From an optimization exercise on the open Yosys and OpenROAD flow, aimed at small area, a short achievable clock period and few clock cycles per item; shortcuts taken in it are not production practice.
Only simulation tests tie the RTL to the original design; equivalence was not proved.
No activity file was given, so power comes from the tool's default toggle rates.

run 1:
==> module kst_ram, before the edit <==
module kst_ram #(
  parameter int WIDTH = 32,
  parameter int DEPTH = 64
) (
  input  logic                    clk,
  input  logic                    rst,
  input  logic                    adv,      
  input  logic                    fire,     
  input  logic                    app,      
  input  logic signed [WIDTH-1:0] s_x,      
  input  logic signed [WIDTH-1:0] s_y,      
  output logic signed [WIDTH-1:0] min_nxt   
);
  logic [WIDTH-1:0] r [DEPTH];    
  logic [DEPTH-1:0] valid;
  logic [DEPTH-1:0] cr;           
  logic [DEPTH+1:0] c;            
  logic [DEPTH+1:0] raw;          
  logic [DEPTH-1:0] valid_nxt;
  logic [DEPTH-1:0] c_nxt;        
  logic             x_gt_y;       
  function automatic logic gt_tree(input logic [31:0] g_in, input logic [31:0] ge_in);
    logic [31:0] g, ge;
    g  = g_in;
    ge = ge_in;
    for (int l = 0; l < 5; l++) begin
      for (int j = 0; j < (16 >> l); j++) begin
        g[j]  = g[2*j+1] || (ge[2*j+1] && g[2*j]);
        ge[j] = g[2*j+1] || (ge[2*j+1] && ge[2*j]);
      end
    end
    gt_tree = g[0];
  endfunction
  always_comb begin
    raw[0]       = 1'b1;
    raw[DEPTH+1] = 1'b0;
    for (int i = 0; i < DEPTH; i++) begin
      logic [WIDTH-1:0] g, ge;
      for (int j = 0; j < WIDTH; j++) begin
        if (j == WIDTH-1) begin
          g[j]  = !s_x[j] && r[i][j];
          ge[j] = !s_x[j] || r[i][j];
        end else begin
          g[j]  = s_x[j] && !r[i][j];
          ge[j] = s_x[j] || !r[i][j];
        end
      end
      raw[i+1] = gt_tree(g, ge);
    end
  end
  always_comb begin
    logic [WIDTH-1:0] g, ge;
    for (int j = 0; j < WIDTH; j++) begin
      if (j == WIDTH-1) begin
        g[j]  = !s_x[j] && s_y[j];
        ge[j] = !s_x[j] || s_y[j];
      end else begin
        g[j]  = s_x[j] && !s_y[j];
        ge[j] = s_x[j] || !s_y[j];
      end
    end
    x_gt_y = gt_tree(g, ge);
  end
  assign valid_nxt = (fire && app) ? {valid[DEPTH-2:0], 1'b1} : valid;
  always_ff @(posedge clk) begin
    if (rst) begin
      valid <= '0;
    end else begin
      valid <= valid_nxt;
    end
  end
  always_comb begin
    c[0]       = 1'b1;
    c[DEPTH+1] = 1'b0;
    c[DEPTH:1] = cr;
  end
  for (genvar i = 0; i < DEPTH; i++) begin : g_slot
    logic             cm, ci, cn;    
    logic             ts, td, tu, en;
    logic [WIDTH-1:0] lo, hi, nr;
    always_comb begin
      cm = c[i];
      ci = c[i+1];
      cn = c[i+2];
      lo = r[(i == 0) ? 0 : i-1];
      hi = r[(i == DEPTH-1) ? i : i+1];
      ts = app ? (!ci && cm) : (ci && !cn);
      td = app && !cm;
      tu = !app && cn;
      en = fire && (app ? !ci : ci);
      nr = ts ? s_y : td ? lo : hi;
      c_nxt[i] = valid_nxt[i] &&
                 (!en ? raw[i+1] :
                  ts  ? x_gt_y :
                  td  ? raw[i] : raw[i+2]);
    end
    always_ff @(posedge clk) begin
      if (en) r[i] <= nr;
      if (adv) cr[i] <= c_nxt[i];
    end
    if (i == 0) begin : g_min
      assign min_nxt = en ? nr : r[0];
    end
  end
endmodule
clock: 9.0 ns
lec_check: 0
cap_margin: 20
core_margin: 2
core_utilization: 40
place_density: 0.6
setup_slack_margin: 5
slew_margin: 20
tns_end_percent: 5
standard.sh (not shown) runs the stock make flow with config.mk's settings and CLKGATE_MAP_FILE= SYNTH_SCRIPT=/design/flow/synth_recipe.tcl, a recipe that flattens the netlist after the stock synthesis.
==> flow/flow/run.sh <==
#!/bin/bash
# The standard layout, with the port buffers made from plain buffers
# (buf_4) instead of the delay-buffer cells buffer_ports picks by default;
# every input and output port still gets its own buffer.
set -euo pipefail
export BUFFER_PORTS_ARGS="-buffer_cell sky130_fd_sc_hd__buf_4"
bash standard.sh finish > standard.log 2>&1
Testbench counts of run 1, summed over its fixed seeds: cycles 3,224, items 3,200.
The following lists how run 2 was set up differently from run 1:
--- a/flow/design.v
+++ b/flow/design.v
@@ -16,60 +16,24 @@
   input  logic                    app,      
   input  logic signed [WIDTH-1:0] s_x,      
   input  logic signed [WIDTH-1:0] s_y,      
   output logic signed [WIDTH-1:0] min_nxt   
 );
-  logic [WIDTH-1:0] r [DEPTH];    
+  logic signed [WIDTH-1:0] r [DEPTH];    
   logic [DEPTH-1:0] valid;
   logic [DEPTH-1:0] cr;           
   logic [DEPTH+1:0] c;            
   logic [DEPTH+1:0] raw;          
   logic [DEPTH-1:0] valid_nxt;
   logic [DEPTH-1:0] c_nxt;        
   logic             x_gt_y;       
-  function automatic logic gt_tree(input logic [31:0] g_in, input logic [31:0] ge_in);
-    logic [31:0] g, ge;
-    g  = g_in;
-    ge = ge_in;
-    for (int l = 0; l < 5; l++) begin
-      for (int j = 0; j < (16 >> l); j++) begin
-        g[j]  = g[2*j+1] || (ge[2*j+1] && g[2*j]);
-        ge[j] = g[2*j+1] || (ge[2*j+1] && ge[2*j]);
-      end
-    end
-    gt_tree = g[0];
-  endfunction
   always_comb begin
     raw[0]       = 1'b1;
     raw[DEPTH+1] = 1'b0;
-    for (int i = 0; i < DEPTH; i++) begin
-      logic [WIDTH-1:0] g, ge;
-      for (int j = 0; j < WIDTH; j++) begin
-        if (j == WIDTH-1) begin
-          g[j]  = !s_x[j] && r[i][j];
-          ge[j] = !s_x[j] || r[i][j];
-        end else begin
-          g[j]  = s_x[j] && !r[i][j];
-          ge[j] = s_x[j] || !r[i][j];
-        end
-      end
-      raw[i+1] = gt_tree(g, ge);
-    end
-  end
-  always_comb begin
-    logic [WIDTH-1:0] g, ge;
-    for (int j = 0; j < WIDTH; j++) begin
-      if (j == WIDTH-1) begin
-        g[j]  = !s_x[j] && s_y[j];
-        ge[j] = !s_x[j] || s_y[j];
-      end else begin
-        g[j]  = s_x[j] && !s_y[j];
-        ge[j] = s_x[j] || !s_y[j];
-      end
-    end
-    x_gt_y = gt_tree(g, ge);
-  end
+    for (int i = 0; i < DEPTH; i++) raw[i+1] = s_x > r[i];
+  end
+  assign x_gt_y = s_x > s_y;
   assign valid_nxt = (fire && app) ? {valid[DEPTH-2:0], 1'b1} : valid;
   always_ff @(posedge clk) begin
     if (rst) begin
       valid <= '0;
     end else begin
## What came out
- Of run 1 and run 2, the run reporting the lower number of combinational gates with multiple inputs was run 2.
- Of run 1 and run 2, the run reporting the higher smallest setup slack after layout was run 1.
- Re number of primary I/O pins: no difference whatsoever between run 2 and run 1.
- Run 2 vs run 1 on switching part of the total power: run 2 is the lower one.
- Of run 1 and run 2, the higher fill cell total of the finished layout belongs to run 2.
- Clock network power share: run 2 vs run 1 up 1.3 points
Testbench counts of run 2, summed over its fixed seeds: cycles 3,224, items 3,200.

## afterwards: timing with drivers on the ports
The results above use ideal ports. As a check the final layouts listed here were re-extracted and re-timed, cells and wires unchanged. Step 1: set_driving_cell puts a clkbuf_16 on clk and a buf_2 on each other input, an assumption about the parent block. Step 2 times the ports against the registers' clock, not the clock port: input delays grow and output delays shrink by t, the midpoint of the rising clock arrivals with the driver on. Slacks: ideal ports / drivers / drivers and shift; pairs: ideal ports / drivers.
| run | t, ns | setup WS [ns] | worst hold slack (ns) | clock arrival spread, ns | worst slew at a driven data input, ns |
|---|---|---|---|---|---|
| run 1 | 1.044 | 4.847 / 4.847 / 4.211 | 0.466 / 0.466 / 0.466 | 0.087 / 0.087 | 0.12 |
| run 2 | 1.032 | 4.812 / 4.812 / 4.579 | 0.499 / 0.499 / 0.499 | 0.083 / 0.084 | 0.07 |
After both steps every run listed still meets setup and hold. The setup slack of run 1, which loses most, moves by 0.000 ns with the drivers and by -0.636 ns with both steps.
